This is an optimization exercise on Yosys and OpenROAD, whose aim is small area, not a production implementation.
RTL that was checked went through simulation tests only; none was proved equivalent to the original.
The RTL of run 6 was laid out without a check of its function.
Power figures rest on the tool's default switching activity, not on a simulated workload.

$ cat flow/flow/run.sh
#!/bin/bash
# The standard layout (standard.sh) with three changes in how it is made:
#  - ABC maps the logic with an area-oriented script (abc_area.script in a
#    copy of the ORFS scripts folder; ABC_AREA is 1 in config.mk),
#  - the port buffers are the smallest buffer cell (every port still gets one),
#  - clock tree synthesis uses clkbuf_8 in clusters of 20 and adds no dummy loads.
set -euo pipefail
here=$(pwd)
rm -rf "$here/scripts_area"
cp -r "$FLOW_HOME/scripts" "$here/scripts_area"
cp "$here/flow/abc_area.script" "$here/scripts_area/abc_area.script"
export SCRIPTS_DIR="$here/scripts_area"
export BUFFER_PORTS_ARGS="-buffer_cell sky130_fd_sc_hd__buf_1"
export CTS_ARGS="-sink_clustering_enable -repair_clock_nets -dont_use_dummy_load -buf_list {sky130_fd_sc_hd__clkbuf_8} -sink_clustering_size 20 -sink_clustering_max_diameter 60"
bash standard.sh finish > "$here/standard_flow.log" 2>&1
$ cat flow/flow/abc_area.script
strash
&get -n
&deepsyn -J 5 -S 7
&put
dch -f
amap
topo
$ cat flow/standard.sh
#!/bin/bash
# synth_recipe.tcl (not shown) runs the flow's synth.tcl, then flattens the netlist and writes it again
# the make line also repeats each setting of config.mk as NAME=value (left out here)
make -C /OpenROAD-flow-scripts/flow DESIGN_CONFIG=/design/flow/config.mk WORK_HOME=/design/flow/orfs CLKGATE_MAP_FILE= SYNTH_SCRIPT=/design/flow/synth_recipe.tcl "${@:-finish}"
$ cat flow/config.mk
export PLATFORM = sky130hd
export DESIGN_NAME = simdCore
export DESIGN_NICKNAME = simdCore
export VERILOG_FILES = /design/flow/design.v
export SDC_FILE = /design/flow/constraint.sdc
export NUM_CORES = 4
export LEC_CHECK = 0
export ABC_AREA = 1
export CAP_MARGIN = 10
export CORE_MARGIN = 2
export CORE_UTILIZATION = 65
export PLACE_DENSITY = 0.75
export SLEW_MARGIN = 10
$ cat flow/constraint.sdc
create_clock -name core_clock -period 8.0 [get_ports {clk}]
set_input_delay 1.6000 -clock core_clock [delete_from_list [all_inputs] [get_ports {clk}]]
set_output_delay 1.6000 -clock core_clock [all_outputs]
set_load 0.01 [all_outputs]
$ cat flow/design.v
`timescale 1ns/1ns
`default_nettype none
package simdPkg;
    typedef enum logic [6-1:0] {
        opAddRegH = 6'd0, opAddRegO, opAddRegQ,
        opAddImmH = 6'd3, opAddImmO, opAddImmQ,
        opSubRegH = 6'd6, opSubRegO, opSubRegQ,
        opSubImmH = 6'd9, opSubImmO, opSubImmQ,
        opMulRegH = 6'd12, opMulRegO, opMulRegQ,
        opMulImmH = 6'd15, opMulImmO, opMulImmQ,
        opAndH = 6'd27, opAndO, opAndQ,
        opOrH = 6'd30, opOrO, opOrQ,
        opNotH = 6'd33, opNotO, opNotQ,
        opLoadH = 6'd38, opLoadO, opLoadQ,
        opStoreH = 6'd41, opStoreO, opStoreQ,
        opSetH = 6'd44, opSetO, opSetQ,
        opHalt = 6'd63
    } opcodeT;
    typedef enum logic [1:0] {laneH, laneO, laneQ} laneModeT;
    typedef enum logic [2:0] {aluAdd, aluSub, aluMul, aluAnd, aluOr, aluNot, aluSet} aluOpT;
    typedef enum logic [2:0] {classAlu, classLoad, classStore, classHalt, classNop} instrClassT;
    typedef enum logic [2:0] {
        stIdle, stFetch, stDecode, stExecute, stMemory, stWriteBack, stHalt
    } coreStateT;
    typedef logic [$clog2(4)-1:0] regIdxT;
    typedef struct packed {
        instrClassT instrClass;
        aluOpT aluOp;
        laneModeT mode;
        regIdxT srcA;
        regIdxT srcB;
        regIdxT dest;
        logic writesReg;
        logic useImm;                           
        logic [16-1:0] immValue;
    } decodedInstT;
    typedef struct packed {
        logic [10-1:0] addr;
        logic write;
        logic [16-1:0] wdata;
    } memReqT;
endpackage
`default_nettype wire
`timescale 1ns/1ns
`timescale 1ns/1ns
`timescale 1ns/1ns
`timescale 1ns/1ns
`timescale 1ns/1ns
`default_nettype none
module simdCore (
    input wire clk,
    input wire rst,
    input wire [18-1:0] instr,
    input wire ack,
    input wire [16-1:0] rdata,
    output logic [10-1:0] instrAddr,
    output logic req,
    output logic [10+16:0] memReq,
    output logic done
);
    localparam logic [1:0] sClr = 2'd0;        
    localparam logic [1:0] sRun = 2'd1;        
    localparam logic [1:0] sMem = 2'd2;        
    localparam logic [1:0] sDone = 2'd3;
    logic [1:0] state;
    logic [3:0] k;                              
    logic [3:0] cnt;                            
    logic [9:0] pc;
    logic memDone;
    logic [15:0] rf [0:11];                     
    logic [15:0] t;
    logic d1, d2;                               
    logic a1;                                   
    logic prevB;                                
    logic [1:0] dig;                            
    logic [1:0] cur;                            
    logic [1:0] carry;
    logic inClr, inRun, inMem;
    assign inClr = (state == sClr);
    assign inRun = (state == sRun);
    assign inMem = (state == sMem);
    logic [5:0] op;
    logic [3:0] dsum;
    logic [1:0] mode;                           
    logic isHalt, isMem, isStore, isLoad, isMul, wr1;
    logic isArith, isSub, isSet, isNot, isOr;
    logic useImm, selR0, selR3;
    assign op = instr[17:12];
    assign dsum = {2'b0, op[1:0]} + {2'b0, op[3:2]} + {2'b0, op[5:4]}
                + {3'b0, op[5] & (op[3] | op[2])};
    always_comb
    begin
        case (dsum)
            4'd0, 4'd3, 4'd6, 4'd9: mode = 2'd0;
            4'd1, 4'd4, 4'd7, 4'd10: mode = 2'd1;
            default: mode = 2'd2;
        endcase
    end
    assign isHalt = &op;                                                       
    assign isMem = op[5] & ~op[4] & ((~op[3] & op[2] & op[1]) | (op[3] & ~op[2]));     
    assign isStore = op[5] & ~op[4] & op[3] & ~op[2] & (op[1] | op[0]);       
    assign isLoad = isMem & ~isStore;
    assign isMul = ~op[5] & ((~op[4] & op[3] & op[2]) | (op[4] & ~op[3] & ~op[2] & ~op[1]));    
    assign isArith = ~op[5] & ~op[4] & ~(op[3] & op[2]);                       
    assign isSet = op[5] & ~op[4] & op[3] & op[2] & ~(op[1] & op[0]);          
    assign wr1 = isArith | isSet
               | (~op[5] & op[4] & op[3] & (op[2] | (op[1] & op[0])))
               | (op[5] & ~op[4] & ~op[3] & ~op[2]);
    assign isSub = op[3] | (op[2] & op[1]);                                    
    assign isNot = op[5] & (op[1] | op[0]);                                    
    assign isOr = op[5] | (op[2] & op[1]);                                     
    assign useImm = op[5] ? op[3] : (~(op[4] & op[3]) & (op[0] ^ mode[0]));
    assign selR0 = useImm | isMem;
    assign selR3 = op[5] & ~op[3] & ~op[2] & (op[1] | op[0]);                 
    logic [1:0] ai;                             
    logic [1:0] bi;                             
    assign ai = selR0 ? instr[11:10] : (selR3 ? instr[1:0] : instr[3:2]);
    assign bi = instr[1:0];
    logic laneStart;                            
    logic laneLow2;                             
    logic immBit;
    logic immLo, immMid, immHi;
    always_comb
    begin
        case (mode)
            2'd1:
            begin
                laneStart = (k[2:0] == 3'd0);
                laneLow2 = (k[2:1] == 2'd0);
            end
            2'd2:
            begin
                laneStart = (k[1:0] == 2'd0);
                laneLow2 = ~k[1];
            end
            default:
            begin
                laneStart = (k == 4'd0);
                laneLow2 = (k[3:1] == 3'd0);
            end
        endcase
    end
    assign immLo = instr[k[1:0]];
    assign immMid = instr[4 + k[1:0]];
    assign immHi = instr[8 + k[0]];
    always_comb
    begin
        if (mode[1])
            immBit = immLo;
        else if (!mode[0] && k[3])
            immBit = (k[2:1] == 2'd0) ? immHi : 1'b0;
        else
            immBit = k[2] ? immMid : immLo;
    end
    logic [2:0] aBank, bBank;
    logic aBit, bBit, bOp;
    always_comb
    begin
        for (int b = 0; b < 3; b++)
        begin
            aBank[b] = rf[b * 4 + ai][0];
            bBank[b] = rf[b * 4 + bi][0];
        end
        case (mode)
            2'd1: begin aBit = aBank[1]; bBit = bBank[1]; end
            2'd2: begin aBit = aBank[2]; bBit = bBank[2]; end
            default: begin aBit = aBank[0]; bBit = bBank[0]; end
        endcase
    end
    assign bOp = useImm ? immBit : bBit;
    logic [2:0] di;
    logic mulPre, mulWin, mulFirst, mulLast;
    logic [3:0] cntDec;
    logic capNow;
    logic [1:0] digNext;
    logic [2:0] mSum;
    assign di = cnt[2:0];
    assign mulPre = cnt[3];
    assign cntDec = cnt - 4'd1;
    assign capNow = k[0] && (k[3:1] == cntDec[2:0]);
    assign digNext = capNow ? {bOp, prevB} : dig;
    always_comb
    begin
        case (mode)
            2'd1:
            begin
                mulWin = (k[3] == di[2]);
                mulFirst = (di[1:0] == 2'd3);
                mulLast = (di[1:0] == 2'd0);
            end
            2'd2:
            begin
                mulWin = (k[3:2] == di[2:1]);
                mulFirst = di[0];
                mulLast = ~di[0];
            end
            default:
            begin
                mulWin = 1'b1;
                mulFirst = (di == 3'd7);
                mulLast = (di == 3'd0);
            end
        endcase
    end
    assign mSum = {2'b0, (mulFirst || laneLow2) ? 1'b0 : d2}
                + {2'b0, cur[1] && a1 && !laneStart}
                + {2'b0, cur[0] && aBit}
                + {1'b0, laneStart ? 2'b0 : carry};
    logic bAdd;
    logic cIn;
    logic [1:0] aSum;
    assign bAdd = isSub ? ~bOp : bOp;
    assign cIn = laneStart ? isSub : carry[0];
    assign aSum = {1'b0, aBit} + {1'b0, bAdd} + {1'b0, cIn};
    logic res;
    logic wen;
    always_comb
    begin
        if (isArith)
            res = aSum[0];
        else if (isMul)
            res = mSum[0];
        else if (isLoad)
            res = t[0];
        else if (isSet)
            res = bOp;
        else if (isNot)
            res = ~aBit;
        else if (isOr)
            res = aBit | bOp;
        else
            res = aBit & bOp;
    end
    assign wen = inRun && (wr1 || (isMul && !mulPre && mulWin && mulLast) || (isLoad && memDone));
    logic [2:0] wBank;
    logic [3:0] wReg;
    logic wBit;
    always_comb
    begin
        for (int b = 0; b < 3; b++)
            wBank[b] = wen && (mode == 2'(b));
        for (int r = 0; r < 4; r++)
            wReg[r] = (ai == 2'(r));
    end
    assign wBit = res && !inClr;
    always_ff @(posedge clk)
    begin
        for (int n = 0; n < 12; n++)
        begin
            if (inClr || (wBank[n / 4] && wReg[n % 4]))
                rf[n] <= {wBit, rf[n][15:1]};
            else
                rf[n] <= {rf[n][0], rf[n][15:1]};
        end
    end
    logic tIn, tLoad, tShift, tHold;
    assign tIn = isMul ? (mulWin ? mSum[0] : t[0]) : aBit;
    assign tLoad = inMem && req && ack && !isStore;
    assign tShift = !inMem;
    assign tHold = inMem && !(req && ack && !isStore);
    always_ff @(posedge clk)
    begin
        t <= ({16{tShift}} & {tIn, t[15:1]}) | ({16{tLoad}} & rdata) | ({16{tHold}} & t);
        d1 <= t[0];
        d2 <= d1;
        a1 <= aBit;
        prevB <= bOp;
        dig <= digNext;
        if (k == 4'd15)
            cur <= digNext;
        carry <= isMul ? mSum[2:1] : {1'b0, aSum[1]};
    end
    logic [9:0] pcInc;
    logic [10:0] pcCarry;
    logic pcStep;
    always_comb
    begin
        pcCarry[0] = pcStep;
        for (int i = 0; i < 10; i++)
        begin
            pcInc[i] = pc[i] ^ pcCarry[i];
            pcCarry[i + 1] = pc[i] & pcCarry[i];
        end
    end
    assign pcStep = inRun && !isHalt && (k == 4'd15) && !((isMem && !memDone) || (isMul && cnt != 4'd0));
    always_ff @(posedge clk)
    begin
        if (rst)
            pc <= '0;
        else
            pc <= pcInc;
    end
    always_ff @(posedge clk)
    begin
        if (rst)
        begin
            state <= sClr;
            k <= 4'd0;
            cnt <= 4'd8;
            memDone <= 1'b0;
            req <= 1'b0;
        end
        else
        begin
            k <= k + 4'd1;
            case (state)
                sClr: if (k == 4'd15) state <= sRun;
                sRun:
                begin
                    if (isHalt)
                        state <= sDone;
                    else if (k == 4'd15)
                    begin
                        if (isMem && !memDone)
                            state <= sMem;
                        else if (isMul && cnt != 4'd0)
                            cnt <= cntDec;
                        else
                        begin
                            memDone <= 1'b0;
                            cnt <= 4'd8;
                        end
                    end
                end
                sMem:
                begin
                    if (!memDone)
                    begin
                        if (!req && !ack)
                            req <= 1'b1;         
                        if (req && ack)
                        begin
                            req <= 1'b0;
                            memDone <= 1'b1;
                        end
                    end
                    else if (k == 4'd15)
                        state <= sRun;
                end
                default: ;                       
            endcase
        end
    end
    assign instrAddr = pc;
    assign done = (state == sDone);
    assign memReq = {instr[9:0], isStore, t};
endmodule
`default_nettype wire
==> results of run 1 <==
-- routing by layer --
layer / track usage / wire (um)
met3: 0.0393 / 803
met4: 0.0559 / 248
met5: 0 / 0
met2: 0.368 / 5530
met1: 0.303 / 5770
-- state kept, by name, indices dropped and copies added (netlist names), 2 cells and up --
name   flops
carry      2
cnt        4
cur        2
dig        2
k          4
pc        10
rf       192
state      2
t         16
-- power by group through the flow --
stage | logic (mW) | clock network [mW] | registers (mW)
after global placement | 0.205 | 0 | 1.24
after floorplan | 0.152 | 0 | 1.24
final | 0.217 | 0.498 | 1.22
after CTS | 0.213 | 0.517 | 1.22
after detailed placement | 0.211 | 0 | 1.24
after global routing | 0.245 | 0.557 | 1.22
-- worst paths after layout --
path	endpoint	slack (ns)	depth (start not counted)
max	rf[4][15]	0.60	32
min	rf[0][9]	0.32	0
max reg2reg	pc[8]	4.35	17
min reg2reg	rf[0][9]	0.32	0
-- per-stage QoR --
step / setup WS (ns) / instance area, um^2
5_1_grt: 0.0260 / 7600
3_5_place_dp: 0.158 / 7370
4_1_cts: 0.650 / 7590
3_3_place_gp: 0.625 / 7370
6_report: 0.598 / 7600
2_1_floorplan: 1.22 / 7000
-- what timing repair did --
action                                  CTS  global route
resized for setup                         0             1
endpoints found under the setup margin    0             6
hold buffers                              0             0
-- critical path: cells and delay by family --
family | cells | cell delay, ns
AO/OA/AOI/OAI | 15 | 2.77
adder cells (fa/ha/maj) | 3 | 1.12
buffers and inverters | 7 | 0.89
AND/OR/NAND/NOR | 7 | 1.38
-- cells by family (layout without fill, tap and decap cells) --
| group | after synthesis | after routing | share of synthesized area |
|---|---|---|---|
| flip-flops | 240 | 240 | 0.689 |
| adder cells (fa/ha/maj) | 31 | 31 | 0.0618 |
| AND/OR/NAND/NOR | 125 | 125 | 0.0797 |
| buffers and inverters | 94 | 174 | 0.0563 |
| AO/OA/AOI/OAI | 110 | 110 | 0.113 |
-- Yosys cell counts --
cell type / n / area, um^2
a211oi_1: 3 / 22.5
a21oi_1: 16 / 80.1
a221o_1: 1 / 10.0
a221oi_1: 5 / 43.8
a222oi_1: 16 / 160
a22oi_1: 5 / 37.5
a311oi_1: 1 / 8.76
a31oi_1: 2 / 12.5
a32o_1: 1 / 10.0
and3_1: 1 / 6.26
buf_4: 11 / 82.6
clkinv_1: 83 / 312
dfxtp_1: 238 / 4760
edfxtp_1: 2 / 60.1
fa_1: 6 / 120
ha_1: 25 / 313
nand2_1: 25 / 93.8
nand3_1: 7 / 35.0
nand4_1: 1 / 6.26
nor2_1: 59 / 221
nor2b_1: 15 / 93.8
nor3_1: 6 / 30.0
nor4_1: 4 / 25.0
o21ai_0: 23 / 115
o221a_1: 3 / 33.8
o221ai_1: 2 / 17.5
o22a_1: 2 / 17.5
o22ai_1: 15 / 93.8
o311ai_0: 1 / 8.76
o32ai_1: 14 / 123
or3_1: 5 / 31.3
or4_1: 2 / 15.0
-- cell type report --
class                           count  area share
Sequential cell                   240       0.635
Multi-Input combinational cell    266       0.236
Inverter                           83      0.0410
Timing Repair Buffer               75      0.0370
Clock buffer                       16      0.0290
Tap cell                          136      0.0224
==> metrics.md, run 1 <==
| Metric | Value |
|---|---|
| Critical path endpoint category | flop |
| Core area | approximately 0.010 mm^2 |
| Startpoint Class | primary input |
| Total gr overflow | 0 |
| Hold Startpoint | rf[0][10] |
| DRT iter0 DRCs | around 360 |
| I/O Buffers | 75 |
| CP arrival | roughly 8 ns |
| Slew headroom | 0.343 |
| # IOs | between 70 and 80 |
| Final core utilization | 0.729 |
| Commonest non-fill, non-tap cell in the layout | dfxtp_1 |
| Initial antenna violation count | 0 |
| Largest net degree at the start of global routing | 21 |
| Setup repair bufs after CTS | 0 |
| Finished Layout Cells | 816 |
| Final Slew Violations | 0 |
| Switching share of power | 0.242 |
| First-pass DRT Iterations | 7 |
| Synth-to-Final Area Change | 8.49% |
| Vias in the first global route | roughly 4200 |
| Die Y | approximately 110 um |
| Clock Power Share | 0.258 |
| Status | no timing/DRC/antenna violations |
| Sink Count | 240 |
| Clock buffers created by TritonCTS | 16 |
| Worst VDD drop | approximately 220 uV |
| Starting Density | 0.672 |
| Sequential Power Share | 0.630 |
| Count of final hold-check violations | 0 |
| Die area | around 0.012 mm^2 |
| Most frequent cells in the layout | dfxtp_1 (238), clkinv_1 (83), buf_1 (75) |
| Clock Pin Slew Worst Setup and Hold Paths | around 0.11 ns |
| PwrDens | 254 mW/mm^2 |
| WS Path Type | primary input to flop |
| Rows | 37 |
| Worst EP required | approximately 8.4 ns |
| Combinational group share of total power | 0.113 |
| Design Power | around 1.9 mW |
| CP Max Fanout | 12 |
| Synth unique cells | 32 |
| Internal Power | 1.46 mW |
| H-tree depth | 1 |
| Synthesis Warnings | 2 |
| TritonCTS clock tree | yes |
| Finish-stage setup viols | 0 |
| Crit-path slowest cell | or3_1 |
| Switching power | ~0.47 mW |
| Total wire length | 12.3 mm |
| Reg area | 0.00482 mm^2 |
| # diodes | 0 |
| Tcrit/Tclk final | 0.925 |
| Seq cells post-synth | 240 |
| Mapped cell area | about 0.0070 mm^2 |
| First-pass GRT wire length | 20.4 mm |
| Worst min path class | flop to flop |
| Die Wd | ~110 um |
| Multi-input gate area | around 0.0018 mm^2 |
| Routed Antenna Nets | 0 |
| Worst reg2reg startpoint | state[1] |
| Crit path top cell by count | clkinv_1 |
| Setup TNS | 0 ns |
| CTS Buffer Depth | 3 |
| GRT Util Overall | 0.222 |
| Clock tree root buffer cell | clkbuf_8 |
| Syn_nets | 668 |
| Fin nets | 750 |
| Fill count | 740 |
| Final hold slack | 0.324 ns |
| DP HPWL | between 8 and 9 mm |
| Worst Max-Slew Pin Slew | between 0.9 and 1 ns |
| DR WL/cell | roughly 15 um |
| DP Cell Count | 800 |
| Clock Skew | between 0.03 and 0.04 ns |
| Highest cell delay on the worst timing path | 0.55 ns |
| Worst setup path start | instr[17] |
| Routed vias | around 4400 |
| Max frequency | ~0.14 GHz |
| Fraction of layout cells with a size suffix above 1 | 0.0250 |
| Vias per cell | 5.37 |
| Drc violations | 0 |
| Clock latency on the worst-skew pair | 0.48 ns |
| Min Tclk post-route | roughly 7.4 ns |
| Post-Synthesis Cells | 600 |
| Seq/Total Area, Yosys | 0.689 |
| Syn Area/Cell | roughly 12 um^2 |
| Max-Cap Viols | 0 |
| RePlAce Congestion | between 0.9 and 1 |
| Static Leak | between 2 and 3 nW |
| RSZ-0062 raised after global routing | false |
==> run 2, diff against run 1 <==
--- a/flow/config.mk
+++ b/flow/config.mk
@@ -6,8 +6,7 @@
 export NUM_CORES = 4
 export LEC_CHECK = 0
 export ABC_AREA = 1
-export CAP_MARGIN = 10
+export CAP_MARGIN = 20
 export CORE_MARGIN = 2
-export CORE_UTILIZATION = 65
-export PLACE_DENSITY = 0.75
-export SLEW_MARGIN = 10
+export CORE_UTILIZATION = 40
+export SLEW_MARGIN = 20
==> metrics.md, run 2 <==
| Metric | Value |
|---|---|
| CP arrival | 7.65 ns (was 7.78 ns) |
| Max-Cap Viols | 0 (unchanged) |
| Synth unique cells | 32 (unchanged) |
| TritonCTS clock tree | yes (unchanged) |
| Seq/Total Area, Yosys | 0.689 (unchanged) |
| Clock Skew | 0.0476 ns (was 0.0394 ns) |
| Static Leak | 2.90 nW (was 2.88 nW) |
| Syn_nets | 668 (unchanged) |
| Synth area leaders | dfxtp_1 (68%), ha_1 (4.5%), clkinv_1 (4.4%) (unchanged) |
| Worst VDD drop | 133 uV (was 221 uV) |
| Die Y | 136 um (was 108 um) |
| Largest register by flop count | rf (unchanged) |
| Place WS | -0.0468 ns (was 0.158 ns) |
| Highest cell delay on the worst timing path | 0.56 ns (was 0.55 ns) |
| Max frequency | 0.138 GHz (was 0.135 GHz) |
| Die Wd | 136 um (was 108 um) |
| Synthesis Warnings | 2 (unchanged) |
| Most common cell in the netlist | dfxtp_1 (unchanged) |
| Routed Antenna Nets | 0 (unchanged) |
| Post-synth EDFFs | 2 (unchanged) |
| Clock buffers created by TritonCTS | 18 (was 16) |
| First-pass GRT wire length | 20.7 mm (was 20.4 mm) |
| # IOs | 76 (unchanged) |
| Largest register FFs | 192 (unchanged) |
| Synth async-reset ratio | 0 (unchanged) |
| Final hold slack | 0.276 ns (was 0.324 ns) |
| Clock Pin Slew Worst Setup and Hold Paths | 0.10 ns (was 0.11 ns) |
| # diodes | 0 (unchanged) |
| Delay-heaviest family, CP | compound AO/OA/AOI/OAI gates (unchanged) |
| Rows | 48 (was 37) |
| Total gr overflow | 0 (unchanged) |
| Crit path top cell by count | clkinv_1 (unchanged) |
| Post-CTS sizing | 0 (unchanged) |
| Most frequent cells in the layout | dfxtp_1 (238), clkinv_1 (83), buf_1 (75) (unchanged) |
| Final WS setup | 0.760 ns (was 0.598 ns) |
| Largest regs | rf: 192 flops, t: 16 flops, pc: 10 flops (unchanged) |
| Vias in the first global route | 4154 (was 4249) |
| Synth-to-Final Area Change | 10.6% (was 8.49%) |
| Seq cells post-synth | 240 (unchanged) |
| Drc violations | 0 (unchanged) |
| Final Slew Violations | 0 (unchanged) |
| Initial antenna violation count | 0 (unchanged) |
| Setup repair bufs after CTS | 0 (unchanged) |
| Finish-stage setup viols | 0 (unchanged) |
| Min Tclk post-route | 7.24 ns (was 7.40 ns) |
| Starting Density | 0.406 (was 0.672) |
| CP Max Fanout | 12 (unchanged) |
| Yosys top cell area share | 0.680 (unchanged) |
| I/O Buffers | 75 (unchanged) |
| CTS Buffer Depth | 3 (unchanged) |
| Syn Area/Cell | 11.7 um^2 (unchanged) |
| Clock latency on the worst-skew pair | 0.51 ns (was 0.48 ns) |
| RePlAce Congestion | 0.878 (was 0.928) |
| PwrDens | 257 mW/mm^2 (was 254 mW/mm^2) |
| GRT Util Overall | 0.141 (was 0.222) |
| Commonest non-fill, non-tap cell in the layout | dfxtp_1 (unchanged) |
| RSZ-0062 raised after global routing | false (unchanged) |
| Post-synth top area cell | dfxtp_1 (unchanged) |
| Crit-path slowest cell | fa_1 (was or3_1) |
| Fin nets | 753 (was 750) |
| H-tree depth | 1 (unchanged) |
| Routed vias | 4430 (was 4379) |
| Worst min path class | flop to flop (unchanged) |
| DRT iter0 DRCs | 302 (was 359) |
| Slew headroom | 0.330 (was 0.343) |
| Worst Max-Slew Pin Slew | 1.00 ns (was 0.982 ns) |
| Total wire length | 13.0 mm (was 12.3 mm) |
| Post-Synthesis Cells | 600 (unchanged) |
| CP bufs+invs | 8 (was 7) |
| Fill count | 1616 (was 740) |
| DR WL/cell | 14.3 um (was 15.1 um) |
| Vias per cell | 4.88 (was 5.37) |
| Core area | 0.0172 mm^2 (was 0.0104 mm^2) |
| Mapped cell area | 0.00700 mm^2 (unchanged) |
| Largest net degree at the start of global routing | 21 (unchanged) |
| Fraction of layout cells with a size suffix above 1 | 0.0307 (was 0.0250) |
| Tcrit/Tclk final | 0.905 (was 0.925) |
| Synth cell count leaders | dfxtp_1 (238), clkinv_1 (83), nor2_1 (59), ha_1 (25), nand2_1 (25) (unchanged) |
| Worst EP required | 8.41 ns (was 8.38 ns) |
| CTS Hold Bufs | 0 (unchanged) |
| Critical path endpoint category | flop (unchanged) |
| Startpoint Class | primary input (unchanged) |
| Sink Count | 240 (unchanged) |
| Status | no timing/DRC/antenna violations (unchanged) |
| WS Path Type | primary input to flop (unchanged) |
| Count of final hold-check violations | 0 (unchanged) |
| Setup TNS | 0 ns (unchanged) |
| Main synth FF type | dfxtp_1 (unchanged) |
| First-pass DRT Iterations | 6 (was 7) |
| Clock tree root buffer cell | clkbuf_8 (unchanged) |
| Die area | 0.0186 mm^2 (was 0.0116 mm^2) |
| DP HPWL | 9.36 mm (was 8.91 mm) |
## run 2: cell counts after synthesis
No cell type changed its count.
## run 2: through the flow
stage | cell area, um^2 | cells | total power [mW] | util
detailed placement | 7490 | 890 | 1.47 | 0.435
floorplan | 7000 | 600 | 1.40 | -
finish | 7750 | 908 | 1.99 | 0.450
global route | 7750 | 908 | 2.09 | 0.450
global placement | 7490 | 890 | 1.47 | 0.435
CTS | 7740 | 908 | 2.01 | 0.449
## run 2: area by class of cell
| cell class | count | area (um^2) | area share |
|---|---|---|---|
| flip-flops and latches | 240 | 4820 | 0.623 |
| multi-input cells | 266 | 1800 | 0.232 |
| inverters | 83 | 312 | 0.0402 |
| repair buffers | 76 | 289 | 0.0373 |
| well taps | 225 | 282 | 0.0363 |
| clock buffers | 18 | 248 | 0.0320 |
## run 2: power by group
group,switching [mW],internal (mW)
Clock,0.337,0.203
Combinational,0.157,0.0787
Sequential,0.00855,1.21
## run 2: final timing paths
path / from / end / slack, ns / depth (start not counted)
setup / recovery: instr[17] / rf[3][15] / 0.76 / 28
hold / removal: rf[0][5] / rf[0][4] / 0.28 / 0
setup reg to reg: state[1] / pc[9] / 4.34 / 18
hold reg to reg: rf[0][5] / rf[0][4] / 0.28 / 0
## run 2: kinds of logic after synthesis
family / share of synthesized area
buffers and inverters: 0.0563
AOI/OAI and AO/OA: 0.113
and+or+nand+nor: 0.0797
adders and majority gates: 0.0618
DFF: 0.689
## run 2: routing by layer
| layer | GRT usage | vias up | wire length (um) |
|---|---|---|---|
| li1 | - | 2200 | - |
| met4 | 0.0579 | 0 | 358 |
| met5 | 0 | - | 0 |
| met3 | 0.0283 | 33 | 710 |
| met1 | 0.193 | 2076 | 6170 |
| met2 | 0.218 | 121 | 5770 |
==> run 3, diff against run 2 <==
--- a/flow/design.v
+++ b/flow/design.v
@@ -154,18 +154,17 @@
     end
     logic [2:0] aBank, bBank;
     logic aBit, bBit, bOp;
+    logic [3:0] bankOut;
     always_comb
     begin
-        for (int b = 0; b < 3; b++)
-        begin
-            aBank[b] = rf[b * 4 + ai][0];
-            bBank[b] = rf[b * 4 + bi][0];
-        end
-        case (mode)
-            2'd1: begin aBit = aBank[1]; bBit = bBank[1]; end
-            2'd2: begin aBit = aBank[2]; bBit = bBank[2]; end
-            default: begin aBit = aBank[0]; bBit = bBank[0]; end
-        endcase
+        for (int r = 0; r < 4; r++)
+            case (mode)
+                2'd1: bankOut[r] = rf[4 + r][0];
+                2'd2: bankOut[r] = rf[8 + r][0];
+                default: bankOut[r] = rf[r][0];
+            endcase
+        aBit = bankOut[ai];
+        bBit = bankOut[bi];
     end
     assign bOp = useImm ? immBit : bBit;
     logic [2:0] di;
@@ -238,16 +237,16 @@
     always_comb
     begin
         for (int b = 0; b < 3; b++)
-            wBank[b] = wen && (mode == 2'(b));
+            wBank[b] = inClr || (wen && (mode == 2'(b)));
         for (int r = 0; r < 4; r++)
-            wReg[r] = (ai == 2'(r));
+            wReg[r] = inClr || (ai == 2'(r));
     end
     assign wBit = res && !inClr;
     always_ff @(posedge clk)
     begin
         for (int n = 0; n < 12; n++)
         begin
-            if (inClr || (wBank[n / 4] && wReg[n % 4]))
+            if (wBank[n / 4] && wReg[n % 4])
                 rf[n] <= {wBit, rf[n][15:1]};
             else
                 rf[n] <= {rf[n][0], rf[n][15:1]};
==> metrics.md, run 3 <==
| Metric | Value |
|---|---|
| Synth async-reset ratio | 0 (unchanged) |
| Crit path top cell by count | clkinv_1 (unchanged) |
| Clock tree root buffer cell | clkbuf_8 (unchanged) |
| Design Power | 1.89 mW (was 1.99 mW) |
| Die area | 0.0184 mm^2 (was 0.0186 mm^2) |
| Final Slew Violations | 0 (unchanged) |
| Largest register FFs | 192 (unchanged) |
| Routing usage on met3 | 0.0311 (was 0.0283) |
| Highest cell delay on the worst timing path | 0.55 ns (was 0.56 ns) |
| Static Leak | 2.92 nW (was 2.90 nW) |
| Most common cell in the netlist | dfxtp_1 (unchanged) |
| Clock Pin Slew Worst Setup and Hold Paths | 0.10 ns (about the same) |
| Synth unique cells | 38 (was 32) |
| Drc violations | 0 (unchanged) |
| Synth-to-Final Area Change | 11.0% (was 10.6%) |
| First-pass DRT Iterations | 5 (was 6) |
| Largest register by flop count | rf (unchanged) |
| Worst Max-Slew Pin Slew | 1.03 ns (was 1.00 ns) |
| GRT Util Overall | 0.136 (was 0.141) |
| Post-Synthesis Cells | 570 (was 600) |
| Multi-input gate area | 0.00177 mm^2 (was 0.00180 mm^2) |
| Critical path endpoint category | flop (unchanged) |
| Rows | 48 (unchanged) |
| Fill count | 1593 (was 1616) |
| Max frequency | 0.135 GHz (was 0.138 GHz) |
| Largest net degree at the start of global routing | 21 (unchanged) |
| RSZ-0062 raised after global routing | false (unchanged) |
| DR WL/cell | 14.0 um (was 14.3 um) |
| Routed Antenna Nets | 0 (unchanged) |
| Initial antenna violation count | 0 (unchanged) |
| First-pass GRT wire length | 20.0 mm (was 20.7 mm) |
| Synth cell count leaders | dfxtp_1 (238), clkinv_1 (67), nor2_1 (49), ha_1 (25) (was dfxtp_1 (238), clkinv_1 (83), nor2_1 (59), ha_1 (25), nand2_1 (25)) |
| Yosys top cell area share | 0.688 (was 0.680) |
| Routed vias | 4274 (was 4430) |
| Synth area leaders | dfxtp_1 (69%), ha_1 (4.5%), clkinv_1 (3.6%) (was dfxtp_1 (68%), ha_1 (4.5%), clkinv_1 (4.4%)) |
| DRT iter0 DRCs | 214 (was 302) |
| Setup TNS | 0 ns (unchanged) |
| Setup repair bufs after CTS | 0 (unchanged) |
| Main synth FF type | dfxtp_1 (unchanged) |
| Total wire length | 12.4 mm (was 13.0 mm) |
| Largest regs | rf: 192 flops, t: 16 flops, pc: 10 flops (unchanged) |
| Finished Layout Cells | 882 (was 908) |
| Total gr overflow | 0 (unchanged) |
| CTS Buffer Depth | 3 (unchanged) |
| Core area | 0.0171 mm^2 (was 0.0172 mm^2) |
| Fraction of layout cells with a size suffix above 1 | 0.0365 (was 0.0307) |
| Vias in the first global route | 4120 (was 4154) |
| TritonCTS clock tree | yes (unchanged) |
| Sink Count | 240 (unchanged) |
| Met1 GRT Util | 0.179 (was 0.193) |
| Crit-path slowest cell | fa_1 (unchanged) |
| Startpoint Class | primary input (unchanged) |
| Post-synth top area cell | dfxtp_1 (unchanged) |
| Commonest non-fill, non-tap cell in the layout | dfxtp_1 (unchanged) |
| Fin nets | 727 (was 753) |
| # diodes | 0 (unchanged) |
| Min Tclk post-route | 7.43 ns (was 7.24 ns) |
| RePlAce Congestion | 0.867 (was 0.878) |
| Starting Density | 0.405 (was 0.406) |
| Syn_nets | 638 (was 668) |
| Reg area | 0.00482 mm^2 (unchanged) |
| Mapped cell area | 0.00693 mm^2 (was 0.00700 mm^2) |
| PwrDens | 245 mW/mm^2 (was 257 mW/mm^2) |
| Status | no timing/DRC/antenna violations (unchanged) |
| CP arrival | 7.88 ns (was 7.65 ns) |
| Seq/Total Area, Yosys | 0.696 (was 0.689) |
| CP bufs+invs | 11 (was 8) |
| DP Cell Count | 865 (was 890) |
| H-tree depth | 1 (unchanged) |
| Seq cells post-synth | 240 (unchanged) |
| Worst min path class | flop to flop (unchanged) |
| Clock Skew | 0.0353 ns (was 0.0476 ns) |
| Vias per cell | 4.85 (was 4.88) |
| Clock buffers created by TritonCTS | 17 (was 18) |
| Post-synth EDFFs | 2 (unchanged) |
| Final hold slack | 0.306 ns (was 0.276 ns) |
| Delay-heaviest family, CP | adder cells (was compound AO/OA/AOI/OAI gates) |
| Finish-stage setup viols | 0 (unchanged) |
| CP Max Fanout | 6 (was 12) |
| Reg2reg setup slack | 4.36 ns (was 4.34 ns) |
| Area of placed instances | 0.00745 mm^2 (was 0.00749 mm^2) |
| Tcrit/Tclk final | 0.929 (was 0.905) |
| Fin area | 0.00769 mm^2 (was 0.00775 mm^2) |
| I/O Buffers | 75 (unchanged) |
| Worst VDD drop | 189 uV (was 133 uV) |
| Clock latency on the worst-skew pair | 0.49 ns (was 0.51 ns) |
| Die Y | 136 um (about the same) |
| Die Wd | 136 um (about the same) |
| DP HPWL | 8.90 mm (was 9.36 mm) |
| WS Path Type | primary input to flop (unchanged) |
| Syn Area/Cell | 12.2 um^2 (was 11.7 um^2) |
| Worst EP required | 8.44 ns (was 8.41 ns) |
| Met2 Track Usage GR | 0.213 (was 0.218) |
| Synthesis Warnings | 2 (unchanged) |
| # IOs | 76 (unchanged) |
| Slew headroom | 0.313 (was 0.330) |
| Count of final hold-check violations | 0 (unchanged) |
| Max-Cap Viols | 0 (unchanged) |
| Most frequent cells in the layout | dfxtp_1 (238), buf_1 (75), clkinv_1 (67) (was dfxtp_1 (238), clkinv_1 (83), buf_1 (75)) |
| GRT Max-Usage Layer | met2 (unchanged) |
run 3: changes by cell type after synthesis, sizes merged, moves of 5 or more:
| cell | delta |
|---|---|
| clkinv | -16 |
| nand2 | -14 |
| o32ai | -14 |
| o22a | +11 |
| nor2 | -10 |
| a21oi | +7 |
| a221oi | -5 |
| or2 | +5 |
run 3: metrics by stage:
| stage | utilization | setup slack (ns) |
|---|---|---|
| after floorplan | - | 0.550 |
| after global placement | 0.435 | 0.160 |
| after detailed placement | 0.435 | 0.0745 |
| after CTS | 0.449 | 0.576 |
| after global routing | 0.449 | 0.0744 |
| final | 0.449 | 0.565 |
run 3: kinds of logic after synthesis:
family / share of synthesized area
flops: 0.696
fa+ha+maj: 0.0625
simple gates: 0.0670
compound gates: 0.126
buf+inv: 0.0482
run 3: path summary, 6_finish.rpt:
kind | to | start | cells past startpoint
setup / recovery | rf[1][15] | instr[17] | 30
hold / removal | rf[8][6] | rf[8][7] | 0
setup reg to reg | pc[9] | state[1] | 18
hold reg to reg | rf[8][6] | rf[8][7] | 0
run 3: repair_timing:
| action | in CTS | in global routing |
|---|---|---|
| endpoints found under the hold margin | 0 | 0 |
| gates resized for setup | 0 | 1 |
| hold buffers | 0 | 0 |
| endpoints found under the setup margin | 0 | 12 |
run 3: routing by layer:
layer / wire length, um / share of wire / up-vias
met2: 5380 / 0.43 / 126
met5: 0 / 0 / -
met1: 5790 / 0.47 / 1999
met4: 443 / 0.036 / 0
li1: - / - / 2117
met3: 756 / 0.061 / 32
run 3: where the power goes:
group          internal (mW)  switching [mW]  total (mW)
Clock                  0.192           0.321       0.513
Sequential              1.21         0.00781        1.21
Combinational         0.0546           0.106       0.160
Total                   1.45           0.435        1.89
run 3: area by class of cell:
class	instances	share of cell area
sequential	240	0.627
clock buffer	17	0.0304
timing repair buffer	81	0.0425
tap	225	0.0366
multi-input combinational	252	0.230
inverter	67	0.0327
==> run 4, diff against run 3 <==
==> flow/flow/run.sh (replaced) <==
#!/bin/bash
# The standard layout (standard.sh) with these changes in how it is made:
#  - synthesis maps all logic, adders included, with ABC and an area-oriented
#    script: a copy of the ORFS scripts folder where abc_area.script is
#    flow/abc_area.script (ABC_AREA is 1 in config.mk) and synth.tcl skips
#    the full/half adder extraction; the registers are mapped as before,
#  - the port buffers are the smallest buffer cell (every port still gets one),
#  - clock tree synthesis uses clkbuf_8 in clusters of 20 and adds no dummy loads.
set -euo pipefail
here=$(pwd)
rm -rf "$here/scripts_area"
cp -r "$FLOW_HOME/scripts" "$here/scripts_area"
cp "$here/flow/abc_area.script" "$here/scripts_area/abc_area.script"
python3 "$here/flow/skip_adders.py" "$here/scripts_area/synth.tcl" > "$here/skip_adders.log" 2>&1
export SCRIPTS_DIR="$here/scripts_area"
export BUFFER_PORTS_ARGS="-buffer_cell sky130_fd_sc_hd__buf_1"
export CTS_ARGS="-sink_clustering_enable -repair_clock_nets -dont_use_dummy_load -buf_list {sky130_fd_sc_hd__clkbuf_8} -sink_clustering_size 20 -sink_clustering_max_diameter 60"
bash standard.sh finish > "$here/standard_flow.log" 2>&1
==> flow/flow/abc_area.script (replaced) <==
strash
&get -n
&deepsyn -J 10 -S 7
&put
dch -f
amap
strash
dch -f
amap
topo
==> flow/flow/skip_adders.py (new file) <==
# Removes the full/half adder extraction and mapping from ORFS's synth.tcl,
# so that ABC maps that logic with the rest.
import sys
path = sys.argv[1]
text = open(path).read()
start = text.index("  # extract the full adders")
end = text.index("  dont_use_after_adder_step", start)
text = text[:start] + "  # adder extraction skipped: ABC maps the adders\n" + text[end:]
open(path, "w").write(text)
print("skipped adder extraction in", path)
==> metrics.md, run 4 <==
| Metric | Value |
|---|---|
| Status | no timing/DRC/antenna violations (unchanged) |
| Worst setup path start | instr[16] (was instr[17]) |
| TritonCTS clock tree | yes (unchanged) |
| Most frequent cells in the layout | dfxtp_1 (238), nor2_1 (99), buf_1 (75) (was dfxtp_1 (238), buf_1 (75), clkinv_1 (67)) |
| Post-CTS sizing | 0 (unchanged) |
| Post-synth EDFFs | 2 (unchanged) |
| H-tree depth | 1 (unchanged) |
| Synthesis Warnings | 2 (unchanged) |
| Routed vias | 4216 (was 4274) |
| Final WS setup | 2.08 ns (was 0.565 ns) |
| Worst EP required | 8.39 ns (was 8.44 ns) |
| Post-Synthesis Cells | 582 (was 570) |
| First-pass DRT Iterations | 5 (unchanged) |
| Largest register FFs | 192 (unchanged) |
| Largest net degree at the start of global routing | 21 (unchanged) |
| Starting Density | 0.412 (was 0.405) |
| WS Path Type | primary input to flop (unchanged) |
| Total gr overflow | 0 (unchanged) |
| Die area | 0.0175 mm^2 (was 0.0184 mm^2) |
| Syn_nets | 619 (was 638) |
| Post-synth top area cell | dfxtp_1 (unchanged) |
| Place WS | 1.65 ns (was 0.0745 ns) |
| I/O Buffers | 75 (unchanged) |
| Worst min path class | flop to flop (unchanged) |
| Synth async-reset ratio | 0 (unchanged) |
| Setup TNS | 0 ns (unchanged) |
| Static Leak | 2.76 nW (was 2.92 nW) |
| Fin area | 0.00730 mm^2 (was 0.00769 mm^2) |
| Mapped cell area | 0.00656 mm^2 (was 0.00693 mm^2) |
| Worst reg2reg startpoint | k[0] (was state[1]) |
| # diodes | 0 (unchanged) |
| Seq cells post-synth | 240 (unchanged) |
| Die Y | 132 um (was 136 um) |
| Drc violations | 0 (unchanged) |
| DR WL/cell | 13.8 um (was 14.0 um) |
| CP Max Fanout | 12 (was 6) |
| Fraction of layout cells with a size suffix above 1 | 0.0315 (was 0.0365) |
| Finish-stage setup viols | 0 (unchanged) |
| Clock tree root buffer cell | clkbuf_8 (unchanged) |
| DRT iter0 DRCs | 299 (was 214) |
| Worst VDD drop | 201 uV (was 189 uV) |
| CTS Hold Bufs | 0 (unchanged) |
| Synth-to-Final Area Change | 11.2% (was 11.0%) |
| Area of placed instances | 0.00706 mm^2 (was 0.00745 mm^2) |
| CTS Buffer Depth | 3 (unchanged) |
| Hold Startpoint | rf[9][6] (was rf[8][7]) |
| RSZ-0062 raised after global routing | false (unchanged) |
| Vias in the first global route | 3905 (was 4120) |
| Clock Skew | 0.0438 ns (was 0.0353 ns) |
| Largest register by flop count | rf (unchanged) |
| Core area | 0.0159 mm^2 (was 0.0171 mm^2) |
| Fin nets | 706 (was 727) |
| Rows | 46 (was 48) |
| Die Wd | 132 um (was 136 um) |
| Yosys top cell area share | 0.726 (was 0.688) |
| GRT Util Overall | 0.137 (was 0.136) |
| Tcrit/Tclk final | 0.740 (was 0.929) |
| # IOs | 76 (unchanged) |
| Vias per cell | 4.77 (was 4.85) |
| Clock Pin Slew Worst Setup and Hold Paths | 0.11 ns (was 0.10 ns) |
| Commonest non-fill, non-tap cell in the layout | dfxtp_1 (unchanged) |
| Syn Area/Cell | 11.3 um^2 (was 12.2 um^2) |
| Count of final hold-check violations | 0 (unchanged) |
| Setup repair bufs after CTS | 0 (unchanged) |
| Synth cell count leaders | dfxtp_1 (238), nor2_1 (99), clkinv_1 (53), a21oi_1 (32), o21ai_0 (24) (was dfxtp_1 (238), clkinv_1 (67), nor2_1 (49), ha_1 (25)) |
| Worst Max-Slew Pin Slew | 0.900 ns (was 1.03 ns) |
| Critical path endpoint category | flop (unchanged) |
| Total wire length | 12.2 mm (was 12.4 mm) |
| Max frequency | 0.169 GHz (was 0.135 GHz) |
| Final hold slack | 0.276 ns (was 0.306 ns) |
| Main synth FF type | dfxtp_1 (unchanged) |
| Slew headroom | 0.398 (was 0.313) |
| PwrDens | 249 mW/mm^2 (was 245 mW/mm^2) |
| Seq/Total Area, Yosys | 0.735 (was 0.696) |
| DP HPWL | 8.76 mm (was 8.90 mm) |
| CP arrival | 6.31 ns (was 7.88 ns) |
| Most common cell in the netlist | dfxtp_1 (unchanged) |
| Synth unique cells | 28 (was 38) |
| Max-Cap Viols | 0 (unchanged) |
| Clock latency on the worst-skew pair | 0.50 ns (was 0.49 ns) |
| Initial antenna violation count | 0 (unchanged) |
| RePlAce Congestion | 0.851 (was 0.867) |
| First-pass GRT wire length | 19.6 mm (was 20.0 mm) |
| Clock buffers created by TritonCTS | 17 (unchanged) |
| Largest regs | rf: 192 flops, t: 16 flops, pc: 10 flops (unchanged) |
| Startpoint Class | primary input (unchanged) |
| Routed Antenna Nets | 0 (unchanged) |
| Final Slew Violations | 0 (unchanged) |
| Min Tclk post-route | 5.92 ns (was 7.43 ns) |
| Design Power | 1.82 mW (was 1.89 mW) |
| Synth area leaders | dfxtp_1 (73%), nor2_1 (5.7%), clkinv_1 (3.0%) (was dfxtp_1 (69%), ha_1 (4.5%), clkinv_1 (3.6%)) |
| Sink Count | 240 (unchanged) |
## run 4: cell count changes after synthesis, sizes merged, moves of 5 or more
| cell | change |
|---|---|
| o22a | -12 |
| nor2 | +50 |
| ha | -25 |
| a21oi | +9 |
| nor3 | +13 |
| fa | -6 |
| nor2b | -15 |
| nand2 | +6 |
| clkinv | -14 |
| o21a | +5 |
| and3 | +8 |
## run 4: path summary, 6_finish.rpt
| kind | slack [ns] | endpoint | cells past startpoint |
|---|---|---|---|
| worst min register to register | 0.28 | rf[9][5] | 0 |
| worst min-delay path | 0.28 | rf[9][5] | 0 |
| worst max-delay path | 2.08 | rf[11][15] | 25 |
| worst max register to register | 4.25 | pc[9] | 14 |
## run 4: logic make-up (layout without fill, tap and decap cells)
kind of cell,count (synthesis),in the layout,synth area share
AO/OA/AOI/OAI,113,113,0.115
AND/OR/NAND/NOR,165,165,0.107
buffers and inverters,64,149,0.0429
flip-flops,240,240,0.735
## run 4: worst max-delay path: stages
cell and delay [ns]:
buf_1 0.16, clkinv_1 0.28, o21ai_0 0.29, nand2_1 0.09, o21ai_0 0.15, nand3_1 0.08, o21ai_0 0.10, buf_4 0.20
clkinv_1 0.10, a22oi_1 0.19, o22ai_1 0.16, or2_0 0.29, o21ai_0 0.46, nor3_1 0.13, nor4_1 0.43, clkinv_1 0.30
nor2_1 0.20, nor2_1 0.07, nor4_1 0.19, a2111oi_0 0.10, a21oi_1 0.16, o22ai_1 0.08, o21ai_0 0.19, buf_4 0.22
a21oi_1 0.09
## run 4: where the power goes
| group | internal, mW | switching (mW) | total (mW) | leakage, nW |
|---|---|---|---|---|
| registers | 1.21 | 0.00784 | 1.21 | 1.94 |
| logic | 0.0293 | 0.0596 | 0.0890 | 0.699 |
| clock network | 0.192 | 0.324 | 0.516 | 0.122 |
| total | 1.43 | 0.392 | 1.82 | 2.76 |
## run 4: final cells by class
| type | count | area [um^2] |
|---|---|---|
| well taps | 216 | 270 |
| inverters | 53 | 199 |
| repair buffers | 79 | 312 |
| clock buffers | 17 | 234 |
| fillers | 1521 | 8650 |
| flip-flops and latches | 240 | 4820 |
| multi-input cells | 278 | 1460 |
## run 4: routing by layer
| metal | share of wire | track usage |
|---|---|---|
| met5 | 0 | 0 |
| met4 | 0.027 | 0.0447 |
| met3 | 0.054 | 0.0311 |
| met2 | 0.41 | 0.201 |
| met1 | 0.50 | 0.199 |
## run 4: metrics by stage
step / cells / utilization
CTS: 883 / 0.458
floorplan: 582 / -
global placement: 866 / 0.443
finish: 883 / 0.458
global route: 883 / 0.458
detailed placement: 866 / 0.443
==> run 5, diff against run 4 <==
==> flow/flow/abc_area.script (replaced) <==
strash
&get -n
&deepsyn -J 5 -S 7
&put
dch -f
amap
topo
==> metrics.md, run 5 <==
| Metric | Value |
|---|---|
| Status | no timing/DRC/antenna violations (unchanged) |
| PwrDens | 250 mW/mm^2 (was 249 mW/mm^2) |
| Largest register by flop count | rf (unchanged) |
| Syn_nets | 613 (was 619) |
| Clock Pin Slew Worst Setup and Hold Paths | 0.11 ns (about the same) |
| TritonCTS clock tree | yes (unchanged) |
| Post-CTS sizing | 0 (unchanged) |
| CTS Buffer Depth | 3 (unchanged) |
| Final core utilization | 0.456 (was 0.458) |
| Core area | 0.0160 mm^2 (was 0.0159 mm^2) |
| DP HPWL | 8.71 mm (was 8.76 mm) |
| Static Leak | 2.74 nW (was 2.76 nW) |
| CP arrival | 6.77 ns (was 6.31 ns) |
| Main synth FF type | dfxtp_1 (unchanged) |
| Worst EP required | 8.34 ns (was 8.39 ns) |
| Starting Density | 0.411 (was 0.412) |
| Post-synth EDFFs | 2 (unchanged) |
| Clock buffers created by TritonCTS | 17 (unchanged) |
| Commonest non-fill, non-tap cell in the layout | dfxtp_1 (unchanged) |
| Initial antenna violation count | 0 (unchanged) |
| Seq/Total Area, Yosys | 0.734 (was 0.735) |
| CTS Hold Bufs | 0 (unchanged) |
| Setup repair bufs after CTS | 0 (unchanged) |
| Min Tclk post-route | 6.43 ns (was 5.92 ns) |
| Reg2reg setup slack | 4.53 ns (was 4.25 ns) |
| Synth async-reset ratio | 0 (unchanged) |
| Critical path endpoint category | flop (unchanged) |
| Tcrit/Tclk final | 0.804 (was 0.740) |
| Fin nets | 698 (was 706) |
| I/O Buffers | 75 (unchanged) |
| Clock tree root buffer cell | clkbuf_8 (unchanged) |
| Max-Cap Viols | 0 (unchanged) |
| # IOs | 76 (unchanged) |
| H-tree depth | 1 (unchanged) |
| Die area | 0.0175 mm^2 (about the same) |
| Startpoint Class | primary input (unchanged) |
| Worst VDD drop | 170 uV (was 201 uV) |
| Crit-path slowest cell | nor4_1 (was o21ai_0) |
| Largest register FFs | 192 (unchanged) |
| Drc violations | 0 (unchanged) |
| Post-Synthesis Cells | 576 (was 582) |
| Largest net degree at the start of global routing | 21 (unchanged) |
| Total wire length | 12.2 mm (about the same) |
| First-pass GRT wire length | 19.6 mm (about the same) |
| Synth unique cells | 33 (was 28) |
| Finish-stage setup viols | 0 (unchanged) |
| Final Slew Violations | 0 (unchanged) |
| Routed vias | 4274 (was 4216) |
| GRT Util Overall | 0.136 (was 0.137) |
| Vias in the first global route | 4018 (was 3905) |
| Synth-to-Final Area Change | 10.9% (was 11.2%) |
| Vias per cell | 4.88 (was 4.77) |
| DR WL/cell | 14.0 um (was 13.8 um) |
| Fraction of layout cells with a size suffix above 1 | 0.0288 (was 0.0315) |
| Largest regs | rf: 192 flops, t: 16 flops, pc: 10 flops (unchanged) |
| Synthesis Warnings | 2 (unchanged) |
| Worst Max-Slew Pin Slew | 0.933 ns (was 0.900 ns) |
| First-pass DRT Iterations | 5 (unchanged) |
| Most frequent cells in the layout | dfxtp_1 (238), nor2_1 (93), buf_1 (75) (was dfxtp_1 (238), nor2_1 (99), buf_1 (75)) |
| Routed Antenna Nets | 0 (unchanged) |
| CP Max Fanout | 12 (unchanged) |
| Syn Area/Cell | 11.4 um^2 (was 11.3 um^2) |
| RSZ-0062 raised after global routing | false (unchanged) |
| Slew headroom | 0.376 (was 0.398) |
| DRT iter0 DRCs | 319 (was 299) |
| Die Y | 132 um (about the same) |
| Fill count | 1554 (was 1521) |
| Seq cells post-synth | 240 (unchanged) |
| Sink Count | 240 (unchanged) |
| Worst min path class | flop to flop (unchanged) |
| Setup TNS | 0 ns (unchanged) |
| Crit-path cells | buf_1 -> clkinv_1 -> o21ai_0 -> nand2_1 -> o211a_1 -> a31oi_1 -> clkinv_1 -> a22oi_1 -> o22ai_1 -> nor2_1 -> clkinv_1 -> o22ai_1 -> nor3_1 -> nor4_1 -> clkinv_1 -> nor2_1 -> nor2_1 -> nor4_1 -> a2111oi_0 -> a21oi_1 -> o221ai_1 -> o211ai_1 -> a21oi_1 |
| Count of final hold-check violations | 0 (unchanged) |
| Synth area leaders | dfxtp_1 (72%), nor2_1 (5.3%), clkinv_1 (3.2%) (was dfxtp_1 (73%), nor2_1 (5.7%), clkinv_1 (3.0%)) |
| Clock Skew | 0.0630 ns (was 0.0438 ns) |
| Crit path top cell by count | clkinv_1 (was o21ai_0) |
| Yosys top cell area share | 0.725 (was 0.726) |
| Max frequency | 0.156 GHz (was 0.169 GHz) |
| Most common cell in the netlist | dfxtp_1 (unchanged) |
| WS Path Type | primary input to flop (unchanged) |
| # diodes | 0 (unchanged) |
| RePlAce Congestion | 0.889 (was 0.851) |
| Total gr overflow | 0 (unchanged) |
| Highest cell delay on the worst timing path | 0.72 ns (was 0.46 ns) |
| Synth cell count leaders | dfxtp_1 (238), nor2_1 (93), clkinv_1 (56), a21oi_1 (31), nor3_1 (22) (was dfxtp_1 (238), nor2_1 (99), clkinv_1 (53), a21oi_1 (32), o21ai_0 (24)) |
| Clock latency on the worst-skew pair | 0.51 ns (was 0.50 ns) |
| Mapped cell area | 0.00658 mm^2 (was 0.00656 mm^2) |
| Post-synth top area cell | dfxtp_1 (unchanged) |
| Rows | 46 (unchanged) |
| Die Wd | 132 um (about the same) |
run 5: cell count changes after synthesis, moves of 2 or more:
cell,delta
nand2_1,-4
o311ai_0,-2
o21ai_0,-5
o221ai_1,+2
clkinv_1,+3
nor2b_1,+2
o211a_1,+2
o2111ai_1,+2
o211ai_1,+2
nor2_1,-6
run 5: kinds of logic (layout without fill, tap and decap cells):
| logic type | count (synthesis) | count (layout) | synth area share |
|---|---|---|---|
| flip-flops | 240 | 240 | 0.734 |
| buffers and inverters | 67 | 150 | 0.0445 |
| AO/OA/AOI/OAI | 113 | 113 | 0.119 |
| AND/OR/NAND/NOR | 156 | 156 | 0.103 |
run 5: per-stage QoR:
step	power, mW	area, um^2	cells	hold slack, ns	setup WS (ns)
6_report	1.82	7290	875	0.323	1.57
5_1_grt	1.90	7290	875	0.336	0.787
4_1_cts	1.85	7290	875	0.327	1.61
3_5_place_dp	1.33	7060	858	0.312	1.08
3_3_place_gp	1.33	7060	858	0.310	1.42
2_1_floorplan	1.30	6580	576	0.310	2.44
run 5: per-layer routing:
| metal | global-route usage | wire length (um) | up-vias |
|---|---|---|---|
| met1 | 0.197 | 6140 | 1975 |
| met3 | 0.0285 | 701 | 25 |
| met2 | 0.203 | 5070 | 143 |
| met4 | 0.0442 | 340 | 0 |
| li1 | - | - | 2131 |
| met5 | 0 | 0 | - |
run 5: where the power goes:
group / leakage [nW] / switching, mW / internal [mW]
Combinational: 0.676 / 0.0598 / 0.0288
Clock: 0.122 / 0.327 / 0.192
Sequential: 1.94 / 0.00706 / 1.21
Total: 2.74 / 0.394 / 1.43
run 5: area by class of cell:
type                    count  area, um^2  area share
flip-flops and latches    240        4820       0.662
multi-input cells         269        1460       0.200
repair buffers             77         297      0.0407
well taps                 216         270      0.0371
clock buffers              17         234      0.0321
inverters                  56         210      0.0288
run 5: path summary, 6_finish.rpt:
| check | startpoint | endpoint | cells after the start |
|---|---|---|---|
| max | instr[16] | rf[6][15] | 23 |
| min | rf[11][5] | rf[11][4] | 0 |
| max reg2reg | rf[1][0] | rf[6][15] | 12 |
| min reg2reg | rf[11][5] | rf[11][4] | 0 |
run 5: critical path, delay by kind of cell:
family / cells / cell delay (ns)
buffers and inverters: 5 / 1.18
AOI/OAI and AO/OA: 11 / 2.37
and+or+nand+nor: 7 / 1.60
==> run 6, diff against run 5 <==
--- a/flow/design.v
+++ b/flow/design.v
@@ -69,12 +69,10 @@
     logic memDone;
     logic [15:0] rf [0:11];                     
     logic [15:0] t;
-    logic d1, d2;                               
-    logic a1;                                   
     logic prevB;                                
     logic [1:0] dig;                            
     logic [1:0] cur;                            
-    logic [1:0] carry;
+    logic [2:0] carry;                          
     logic inClr, inRun, inMem;
     assign inClr = (state == sClr);
     assign inRun = (state == sRun);
@@ -117,7 +115,6 @@
     assign ai = selR0 ? instr[11:10] : (selR3 ? instr[1:0] : instr[3:2]);
     assign bi = instr[1:0];
     logic laneStart;                            
-    logic laneLow2;                             
     logic immBit;
     logic immLo, immMid, immHi;
     always_comb
@@ -126,17 +123,14 @@
             2'd1:
             begin
                 laneStart = (k[2:0] == 3'd0);
-                laneLow2 = (k[2:1] == 2'd0);
             end
             2'd2:
             begin
                 laneStart = (k[1:0] == 2'd0);
-                laneLow2 = ~k[1];
             end
             default:
             begin
                 laneStart = (k == 4'd0);
-                laneLow2 = (k[3:1] == 3'd0);
             end
         endcase
     end
@@ -172,7 +166,7 @@
     logic [3:0] cntDec;
     logic capNow;
     logic [1:0] digNext;
-    logic [2:0] mSum;
+    logic [3:0] mSum;
     assign di = cnt[2:0];
     assign mulPre = cnt[3];
     assign cntDec = cnt - 4'd1;
@@ -201,10 +195,8 @@
             end
         endcase
     end
-    assign mSum = {2'b0, (mulFirst || laneLow2) ? 1'b0 : d2}
-                + {2'b0, cur[1] && a1 && !laneStart}
-                + {2'b0, cur[0] && aBit}
-                + {1'b0, laneStart ? 2'b0 : carry};
+    assign mSum = {1'b0, laneStart ? 3'b0 : carry}
+                + {1'b0, !mulFirst && t[0], cur[1] && aBit, cur[0] && aBit};
     logic bAdd;
     logic cIn;
     logic [1:0] aSum;
@@ -260,14 +252,11 @@
     always_ff @(posedge clk)
     begin
         t <= ({16{tShift}} & {tIn, t[15:1]}) | ({16{tLoad}} & rdata) | ({16{tHold}} & t);
-        d1 <= t[0];
-        d2 <= d1;
-        a1 <= aBit;
         prevB <= bOp;
         dig <= digNext;
         if (k == 4'd15)
             cur <= digNext;
-        carry <= isMul ? mSum[2:1] : {1'b0, aSum[1]};
+        carry <= isMul ? mSum[3:1] : {2'b0, aSum[1]};
     end
     logic [9:0] pcInc;
     logic [10:0] pcCarry;
==> metrics.md, run 6 <==
| Metric | Value |
|---|---|
| Status | no timing/DRC/antenna violations (unchanged) |
| Post-synthesis compound-gate area fraction | 0.133 (was 0.119) |
| Synth unique cells | 36 (was 33) |
| Die Wd | 132 um (about the same) |
| Switching power | 0.455 mW (was 0.394 mW) |
| # diodes | 0 (unchanged) |
| Critical path endpoint category | flop (unchanged) |
| Setup repair bufs after CTS | 0 (unchanged) |
| R2r endpoint | pc[9] (was rf[6][15]) |
| Vias in the first global route | 3988 (was 4018) |
| I/O Buffers | 75 (unchanged) |
| Combinational group share of total power | 0.090 (was 0.049) |
| R2R depth | 13 (was 12) |
| TritonCTS clock tree | yes (unchanged) |
| Routed vias | 4273 (was 4274) |
| # IOs | 76 (unchanged) |
| Starting Density | 0.411 (about the same) |
| Post-Synthesis Cells | 573 (was 576) |
| Post-synth EDFFs | 2 (unchanged) |
| Syn_nets | 610 (was 613) |
| Hold Path Sink | rf[10][8] (was rf[11][4]) |
| Post-synth top area cell | dfxtp_1 (unchanged) |
| Clock Pin Slew Worst Setup and Hold Paths | 0.10 ns (was 0.11 ns) |
| Rows | 46 (unchanged) |
| Synth Area in Simple Gates | 0.0942 (was 0.103) |
| DRT iter0 DRCs | 270 (was 319) |
| Tcrit/Tclk final | 0.895 (was 0.804) |
| Worst VDD drop | 164 uV (was 170 uV) |
| DR WL/cell | 14.0 um (about the same) |
| Max frequency | 0.140 GHz (was 0.156 GHz) |
| CP Max Fanout | 12 (unchanged) |
| Core area | 0.0160 mm^2 (unchanged) |
| Fin nets | 695 (was 698) |
| Largest register FFs | 192 (unchanged) |
| RePlAce Congestion | 0.875 (was 0.889) |
| Internal Power | 1.47 mW (was 1.43 mW) |
| Die Y | 132 um (about the same) |
| Seq/Total Area, Yosys | 0.728 (was 0.734) |
| Clock Skew | 0.0433 ns (was 0.0630 ns) |
| Synth-to-Final Area Change | 11.0% (was 10.9%) |
| Clock buffers created by TritonCTS | 17 (unchanged) |
| WS Path Type | primary input to flop (unchanged) |
| Final Slew Violations | 0 (unchanged) |
| Fin area | 0.00730 mm^2 (was 0.00729 mm^2) |
| Worst setup path start | instr[17] (was instr[16]) |
| RSZ-0062 raised after global routing | false (unchanged) |
| GRT Util Overall | 0.137 (was 0.136) |
| First-pass GRT wire length | 19.5 mm (was 19.6 mm) |
| Fraction of layout cells with a size suffix above 1 | 0.0305 (was 0.0288) |
| First-pass DRT Iterations | 5 (unchanged) |
| Vias per cell | 4.90 (was 4.88) |
| Initial antenna violation count | 0 (unchanged) |
| CTS Hold Bufs | 0 (unchanged) |
| Die area | 0.0175 mm^2 (about the same) |
| Startpoint Class | primary input (unchanged) |
| Largest register by flop count | rf (unchanged) |
| Synth cell count leaders | dfxtp_1 (236), nor2_1 (69), clkinv_1 (57), o21ai_0 (36), nand2_1 (28) (was dfxtp_1 (238), nor2_1 (93), clkinv_1 (56), a21oi_1 (31), nor3_1 (22)) |
| Synth async-reset ratio | 0 (unchanged) |
| Most frequent cells in the layout | dfxtp_1 (236), buf_1 (75), nor2_1 (69) (was dfxtp_1 (238), nor2_1 (93), buf_1 (75)) |
| H-tree depth | 1 (unchanged) |
| Mapped cell area | 0.00658 mm^2 (about the same) |
| Yosys top cell area share | 0.718 (was 0.725) |
| Crit-path slowest cell | a21oi_2 (was nor4_1) |
| Most common cell in the netlist | dfxtp_1 (unchanged) |
| Max-Cap Viols | 0 (unchanged) |
| Clock tree root buffer cell | clkbuf_8 (unchanged) |
| Hold Path Cell Cnt | 0 (unchanged) |
| Count of final hold-check violations | 0 (unchanged) |
| Largest family of logic cells by synthesized area | compound AO/OA/AOI/OAI gates (unchanged) |
| Setup TNS | 0 ns (unchanged) |
| Worst reg2reg startpoint | k[0] (was rf[1][0]) |
| DP HPWL | 8.69 mm (was 8.71 mm) |
| Largest net degree at the start of global routing | 23 (was 21) |
| Main synth FF type | dfxtp_1 (unchanged) |
| Finish-stage setup viols | 0 (unchanged) |
| Commonest non-fill, non-tap cell in the layout | dfxtp_1 (unchanged) |
| Post-Synth XOR/XNOR Area | 0 (unchanged) |
| Switching share of power | 0.236 (was 0.217) |
| Mux cell area share after synthesis | 0 (unchanged) |
| Static Leak | 2.72 nW (was 2.74 nW) |
| Post-CTS sizing | 0 (unchanged) |
| Min Tclk post-route | 7.16 ns (was 6.43 ns) |
| Area of placed instances | 0.00706 mm^2 (about the same) |
| PwrDens | 263 mW/mm^2 (was 250 mW/mm^2) |
| Seq cells post-synth | 238 (was 240) |
| Routed Antenna Nets | 0 (unchanged) |
| Synthesis Warnings | 2 (unchanged) |
| CP arrival | 7.48 ns (was 6.77 ns) |
| CTS Buffer Depth | 3 (unchanged) |
| Slew headroom | 0.286 (was 0.376) |
| Hold Startpoint | rf[10][9] (was rf[11][5]) |
| Sequential Power Share | 0.643 (was 0.666) |
| Highest cell delay on the worst timing path | 0.45 ns (was 0.72 ns) |
| Reg2reg setup slack | 4.11 ns (was 4.53 ns) |
| Synth area leaders | dfxtp_1 (72%), nor2_1 (3.9%), clkinv_1 (3.3%) (was dfxtp_1 (72%), nor2_1 (5.3%), clkinv_1 (3.2%)) |
| Total wire length | 12.2 mm (about the same) |
| Drc violations | 0 (unchanged) |
| Worst EP required | 8.32 ns (was 8.34 ns) |
| Synth Area in Adders | 0 (unchanged) |
| Sink Count | 238 (was 240) |
| Clock Power Share | 0.267 (was 0.285) |
| Clock latency on the worst-skew pair | 0.50 ns (was 0.51 ns) |
| Largest regs | rf: 192 flops, t: 16 flops, pc: 10 flops (unchanged) |
| Worst min path class | flop to flop (unchanged) |
| Worst Max-Slew Pin Slew | 1.07 ns (was 0.933 ns) |
| Syn Area/Cell | 11.5 um^2 (was 11.4 um^2) |
| Total gr overflow | 0 (unchanged) |
==> run 6: cell types whose count changed in the layout (fill, tap and decap cells not counted), sizes merged, moves of 3 or more <==
| cell | before | now |
|---|---|---|
| o21ai | 19 | 36 |
| o41ai | 0 | 13 |
| a21oi | 31 | 20 |
| a2111oi | 4 | 1 |
| nor2 | 93 | 69 |
| a31oi | 5 | 2 |
| nand2 | 13 | 28 |
| nand3 | 7 | 1 |
==> run 6: power groups by stage <==
stage / registers [mW] / logic, mW / clock network [mW]
floorplan: 1.27 / 0.103 / 0
global placement: 1.26 / 0.169 / 0
detailed placement: 1.26 / 0.172 / 0
CTS: 1.24 / 0.173 / 0.546
global route: 1.24 / 0.196 / 0.581
finish: 1.24 / 0.174 / 0.513
==> run 6: worst max-delay path by stage <==
stage | depth (start not counted) | slack (ns) | end
2_1_floorplan | 27 | 0.53 | rf[0][15]
3_3_place_gp | 30 | 0.58 | rf[7][15]
3_5_place_dp | 33 | 0.21 | rf[1][15]
4_1_cts | 31 | 0.67 | rf[2][15]
5_1_grt | 33 | 0.15 | rf[3][15]
6_report | 31 | 0.84 | rf[2][15]
==> run 6: cells by family (layout without fill, tap and decap cells) <==
logic type	count (synthesis)	after routing
AO/OA/AOI/OAI	125	125
AND/OR/NAND/NOR	142	142
flip-flops	238	238
buffers and inverters	68	151
==> run 6: cell type report <==
cell class	count	area (um^2)
Timing Repair Buffer	77	297
Fill cell	1573	8700
Tap cell	216	270
Inverter	57	214
Multi-Input combinational cell	267	1500
Clock buffer	17	234
Sequential cell	238	4780
==> run 6: worst max-delay path, delay by kind of cell <==
kind	cells	cell delay [ns]
AO/OA/AOI/OAI	15	3.19
AND/OR/NAND/NOR	8	1.27
buffers and inverters	8	1.41
==> run 6: per-layer routing <==
metal / routed length [um] / track usage / share of wire
met4: 357 / 0.0532 / 0.029
met2: 5500 / 0.220 / 0.45
met1: 5800 / 0.183 / 0.48
met5: 0 / 0 / 0
met3: 520 / 0.0258 / 0.043
==> run 6: through the flow <==
step                      hold WS [ns]  total power, mW  std cells  setup slack [ns]  utilization
after CTS                        0.304             1.96        872             0.668        0.456
final                            0.310             1.92        872             0.843        0.456
after global placement           0.310             1.43        855             0.578        0.441
after detailed placement         0.312             1.44        855             0.209        0.441
after global routing             0.306             2.02        872             0.153        0.456
after floorplan                  0.310             1.37        573             0.528            -

separate check: timing with driven ports:
No port has a modelled driver above. Below, the same layouts with a new extraction and two added sets of constraints.
Step 1 assumes that a clkbuf_16 drives the clock port and a buf_2 every other input.
Step 2 also shifts input and output timing later by t, the mid clock arrival at the registers, as if the neighbouring blocks saw the same clock.
a / b / c = no drivers / after step 1 / after step 2; a / b = the first two.
run | t, ns | slack for setup (ns) | worst setup path after step 2
run 1 | 0.495 | 0.598 / 0.610 / 0.115 | input to register
run 2 | 0.519 | 0.760 / 0.769 / 0.250 | input to register
run 3 | 0.511 | 0.565 / 0.577 / 0.066 | input to register
run 4 | 0.508 | 2.076 / 2.070 / 1.562 | input to register
run 5 | 0.508 | 1.570 / 1.568 / 1.060 | input to register
run 6 | 0.512 | 0.843 / 0.836 / 0.323 | input to register
After both steps setup and hold are still met in every run listed. The setup slack of run 6, which loses most, moves by -0.007 ns with the drivers and by -0.520 ns with both steps.
